This is an optimization exercise on Yosys and OpenROAD, whose aim is small area, not a production implementation. Function was checked by simulation only, so behaviour that the tests miss may differ from the original. The flow treats the clock pin as an ideal source, which a real chip does not have. Power is estimated from default activity; no workload was simulated.

==> flow/design.v <==
module seq_mac_unit #(
    parameter int N                  = 41,
    parameter int CLK_DIV_MULTIPLIER = 50
) (
    input  logic           clk_i,
    input  logic           rst_i,
    input  logic           MUL_Start_STRB_i,
    input  logic [2*N-1:0] a_i,
    input  logic [2*N-1:0] b_i,
    input  logic [2*N-1:0] acc_i,
    output logic           MUL_Done_STRB_o,
    output logic [2*N-1:0] out_o,
    output logic           busy_o
);
    localparam int W    = 2 * N;
    localparam int LAT  = N * CLK_DIV_MULTIPLIER + 1;  
    localparam int P    = N + 1;                       
    localparam int WORK = N * P + N;                   
    localparam int WAIT = LAT - WORK;                  
    localparam int NPL  = (WAIT + P - 1) / P;          
    localparam logic [5:0] S_INIT = 6'(64 - NPL);
    localparam int AR = WAIT % P;
    localparam int HR = (WAIT + N * P) % N;
    logic          busy_q, done_q;
    logic          t2_q;
    logic [1:0]    q3_q;
    logic [2:0]    q7_q;
    logic [5:0]    s_q;
    logic          c_q;
    logic [N-1:0]  h_q, l_q;
    logic [N:0]    a_q;        
    logic [N-1:0]  ah_q;       
    logic [N:0]    a_ld;
    logic [N-1:0]  ah_ld;
    logic last, p_last, p_sign, in_mul, in_fin, sub, pre, pol;
    logic a0, ah0, h0, x, sum, maj, s41;
    logic unused_upper_s;
    assign unused_upper_s = ^{a_i[W-1:N], b_i[W-1:N]};
    assign p_last = t2_q & ~q3_q[0] & (q7_q == 3'b001);                
    assign p_sign = ~t2_q & q3_q[1] & q3_q[0] & (q7_q == 3'b100);      
    assign in_mul = ~s_q[5] | (~s_q[4] & ~(s_q[3] & s_q[0]));  
    assign in_fin = s_q[5] & ~s_q[4] & s_q[3] & s_q[0];        
    assign sub    = s_q[5] & ~s_q[4] & s_q[3] & ~s_q[0];       
    assign pre    = s_q[5] & ~s_q[3] & s_q[2] & s_q[1] & s_q[0];  
    assign last   = in_fin & p_sign;
    assign pol    = ~t2_q;    
    assign a0  = a_q[0] ^ pol;
    assign ah0 = ah_q[0] ^ pol;
    assign h0  = h_q[0];
    assign x   = in_mul ? ((l_q[0] & a0) ^ sub) : ah0;
    assign sum = h0 ^ x ^ c_q;
    assign maj = (h0 & x) | (c_q & (h0 ^ x));
    assign s41 = h0 ^ x ^ maj;      
    always_ff @(posedge clk_i or posedge rst_i) begin
        if (rst_i) begin
            busy_q <= 1'b0;
            done_q <= 1'b0;
        end else begin
            busy_q <= (MUL_Start_STRB_i & ~busy_q) | (busy_q & ~last);
            done_q <= busy_q & last;
        end
    end
    always_ff @(posedge clk_i) begin
        if (!busy_q) begin
            t2_q <= 1'b0;
            q3_q <= 2'b01;
            q7_q <= 3'b001;
            s_q  <= S_INIT;
        end else begin
            t2_q <= ~t2_q;
            q3_q <= {q3_q[0], q3_q[1] ^ q3_q[0]};
            q7_q <= {q7_q[1:0], q7_q[2] ^ q7_q[1]};
            s_q  <= s_q + {5'd0, p_last};
        end
    end
    for (genvar i = 0; i <= N; i++) begin : g_a_ld
        if (((i + P - AR) % P) == N) begin : g_acc40
            assign a_ld[i] = acc_i[N-1];
        end else begin : g_a
            assign a_ld[i] = a_i[(i + P - AR) % P];
        end
    end
    for (genvar i = 0; i < N; i++) begin : g_ah_ld
        assign ah_ld[i] = acc_i[N + ((i + N - HR) % N)];
    end
    logic [N:0]   a_d;
    logic [N-1:0] ah_d;
    for (genvar i = 0; i <= N; i++) begin : g_a
        smac_ring u_r (.sel(busy_q), .a(a_q[(i + 1) % (N + 1)]), .b(a_ld[i]), .y(a_d[i]));
    end
    for (genvar i = 0; i < N; i++) begin : g_ah
        smac_ring u_r (.sel(busy_q), .a(ah_q[(i + 1) % N]), .b(ah_ld[i]), .y(ah_d[i]));
    end
    always_ff @(posedge clk_i) begin
        a_q  <= a_d;
        ah_q <= ah_d;
    end
    always_ff @(posedge clk_i) begin
        if (p_last) begin
            c_q <= pre | (sub & a0);
        end else if (p_sign & in_mul) begin
            c_q <= s41;
        end else begin
            c_q <= maj;
        end
    end
    logic sel_ld, sel_step, sel_sh, sel_hold, sel_lhold, h_top;
    logic [N-1:0] h_d, l_d, h_nx, l_nx;
    assign sel_ld    = MUL_Start_STRB_i & ~busy_q;
    assign sel_step  = busy_q & in_mul & p_last;
    assign sel_sh    = busy_q & ~(s_q[5] & s_q[4]);    
    assign sel_hold  = ~(sel_ld | sel_sh);
    assign sel_lhold = ~(sel_ld | sel_step);
    assign h_top     = p_last ? c_q : sum;
    assign h_nx      = {h_top, h_q[N-1:1]};
    assign l_nx      = {h_q[0], l_q[N-1:1]};
    for (genvar i = 0; i < N; i++) begin : g_hl
        smac_sel3 u_h (.ld(sel_ld), .sh(sel_sh), .hd(sel_hold),
                       .a(acc_i[i]), .b(h_nx[i]), .c(h_q[i]), .y(h_d[i]));
        smac_sel3 u_l (.ld(sel_ld), .sh(sel_step), .hd(sel_lhold),
                       .a(b_i[i]), .b(l_nx[i]), .c(l_q[i]), .y(l_d[i]));
    end
    always_ff @(posedge clk_i) begin
        h_q <= h_d;
        l_q <= l_d;
    end
    assign out_o           = {h_q, l_q};
    assign MUL_Done_STRB_o = done_q;
    assign busy_o          = busy_q;
endmodule
module smac_ring (
    input  logic sel,
    input  logic a,
    input  logic b,
    output logic y
);
    assign y = ~(sel ? a : b);
endmodule
module smac_sel3 (
    input  logic ld,
    input  logic sh,
    input  logic hd,
    input  logic a,
    input  logic b,
    input  logic c,
    output logic y
);
    assign y = (ld & a) | (sh & b) | (hd & c);
endmodule
==> flow/config.mk <==
export PLATFORM = sky130hd
export DESIGN_NAME = seq_mac_unit
export DESIGN_NICKNAME = seq_mac_unit
export VERILOG_FILES = /design/flow/design.v
export SDC_FILE = /design/flow/constraint.sdc
export NUM_CORES = 4
export LEC_CHECK = 0
export ABC_CLOCK_PERIOD_IN_PS = 10000
export CAP_MARGIN = 0
export CORE_MARGIN = 2
export CORE_UTILIZATION = 55
export PLACE_DENSITY = 0.68
export SLEW_MARGIN = 0
export SYNTH_HIERARCHICAL = 1
export SYNTH_MINIMUM_KEEP_SIZE = 0
==> flow/constraint.sdc <==
create_clock -name core_clock -period 10.0 [get_ports {clk_i}]
set_input_delay 2.0000 -clock core_clock [delete_from_list [all_inputs] [get_ports {clk_i}]]
set_output_delay 2.0000 -clock core_clock [all_outputs]
set_load 0.01 [all_outputs]
standard.sh (not shown) runs the stock make flow with config.mk's settings and CLKGATE_MAP_FILE= SYNTH_SCRIPT=/design/flow/synth_recipe.tcl, a recipe that flattens the netlist after the stock synthesis.
==> flow/flow/run.sh <==
#!/bin/bash
# Standard ORFS layout (the standard.sh, standard synthesis unchanged) with
# changes of cell choice only: the port buffers are the smallest buffer, the
# clock tree is built from clkbuf_8 without dummy loads, and after CTS each
# clock buffer is downsized where the flip-flop clock slew stays low.
set -euo pipefail
export BUFFER_PORTS_ARGS="-buffer_cell sky130_fd_sc_hd__buf_1"
export CTS_ARGS="-sink_clustering_enable -repair_clock_nets -dont_use_dummy_load -buf_list sky130_fd_sc_hd__clkbuf_8 -root_buf sky130_fd_sc_hd__clkbuf_8"
export POST_CTS_TCL="$PWD/flow/downsize.tcl"
bash standard.sh > standard.log 2>&1
==> flow/flow/downsize.tcl <==
# Downsize clock buffers to clkbuf_4 (then clkbuf_2) where the flip-flop clock
# pins they drive keep a slew under the limit (placement parasitics).
proc ctsd_worst_clk_slew {} {
  set worst 0
  foreach pin [get_pins -hierarchical */CLK] {
    set s [get_property $pin slew_max]
    if {$s > $worst} {set worst $s}
  }
  return $worst
}
set ctsd_limit 0.120
estimate_parasitics -placement
foreach size {4 2} {
  foreach inst [get_cells *] {
    set m [get_property $inst ref_name]
    if {![string match "sky130_fd_sc_hd__clkbuf_*" $m]} continue
    set cur [string range $m [expr [string last _ $m]+1] end]
    if {$cur <= $size} continue
    replace_cell $inst sky130_fd_sc_hd__clkbuf_$size
    estimate_parasitics -placement
    if {[ctsd_worst_clk_slew] > $ctsd_limit} {
      replace_cell $inst $m
      estimate_parasitics -placement
    } else {
      puts "CTSD [get_property $inst name] $m -> clkbuf_$size"
    }
  }
}
puts "CTSD worst clock slew [ctsd_worst_clk_slew]"
detailed_placement
check_placement
The starting point passed the timing, DRC and antenna checks.
Edit:
Settings changed: ABC_CLOCK_PERIOD_IN_PS 10000 to unset, PLACE_DENSITY 0.68 to 0.8.
Outcome:
- The changed run completed with no timing, DRC or antenna violations
- clock-buffer cell count is unchanged
- global-route usage drops by 0.47 points
- register-to-register slack gets worse by 0.93 ns
- sequential power stays flat
- non-clock buffer count stays the same
- hold slack gets better by 0.0044 ns
- power drops slightly
- combinational power is about the same
Edit:
--- a/flow/flow/downsize.tcl
+++ b/flow/flow/downsize.tcl
@@ -10,3 +10,3 @@
 }
-set ctsd_limit 0.120
+set ctsd_limit 0.110
 estimate_parasitics -placement
Settings changed: CORE_UTILIZATION 55 to 40, PLACE_DENSITY 0.8 to unset.
Effect:
- The changed run finished with timing, DRC and antenna clean
- final area rose slightly
- cell count went up by a few percent
- worst setup slack gets better by 0.66 ns
- synthesized cell count does not change
- via count is lower by a few percent
- hold slack improves by 0.019 ns
- wire length is higher slightly
- power came out higher slightly
- synthesized area stays the same
- clock skew increases by 0.014 ns

-- re-timing with driven ports --
No port has a modelled driver above. Below, the same layouts with a new extraction and two added sets of constraints.
Step 1 (the two cells are an assumption about what drives the block):
set clk [get_ports {clk_i}]
set_driving_cell -lib_cell sky130_fd_sc_hd__clkbuf_16 $clk
set_driving_cell -lib_cell sky130_fd_sc_hd__buf_2 [delete_from_list [all_inputs] $clk]
Step 2 adds t to the input delays and takes it off the output delays; t is the mean of the earliest and latest rising clock arrival at the registers after step 1. Input paths then give back, and output paths get back, about the clock's delay inside the block.
a / b / c = ideal ports / drivers / drivers and shift; a / b = the first two.
run | shift t [ns] | setup WS [ns] | worst register clock-pin slew, ns
the first run | 0.583 | 6.152 / 6.167 / 5.584 | 0.11 / 0.11
the second run | 0.553 | 5.616 / 5.616 / 5.616 | 0.11 / 0.11
the third run | 0.585 | 6.280 / 6.247 / 5.839 | 0.10 / 0.10
After both steps setup and hold are still met in every run listed. The setup slack of the first run, which loses most, moves by +0.015 ns with the drivers and by -0.568 ns with both steps.
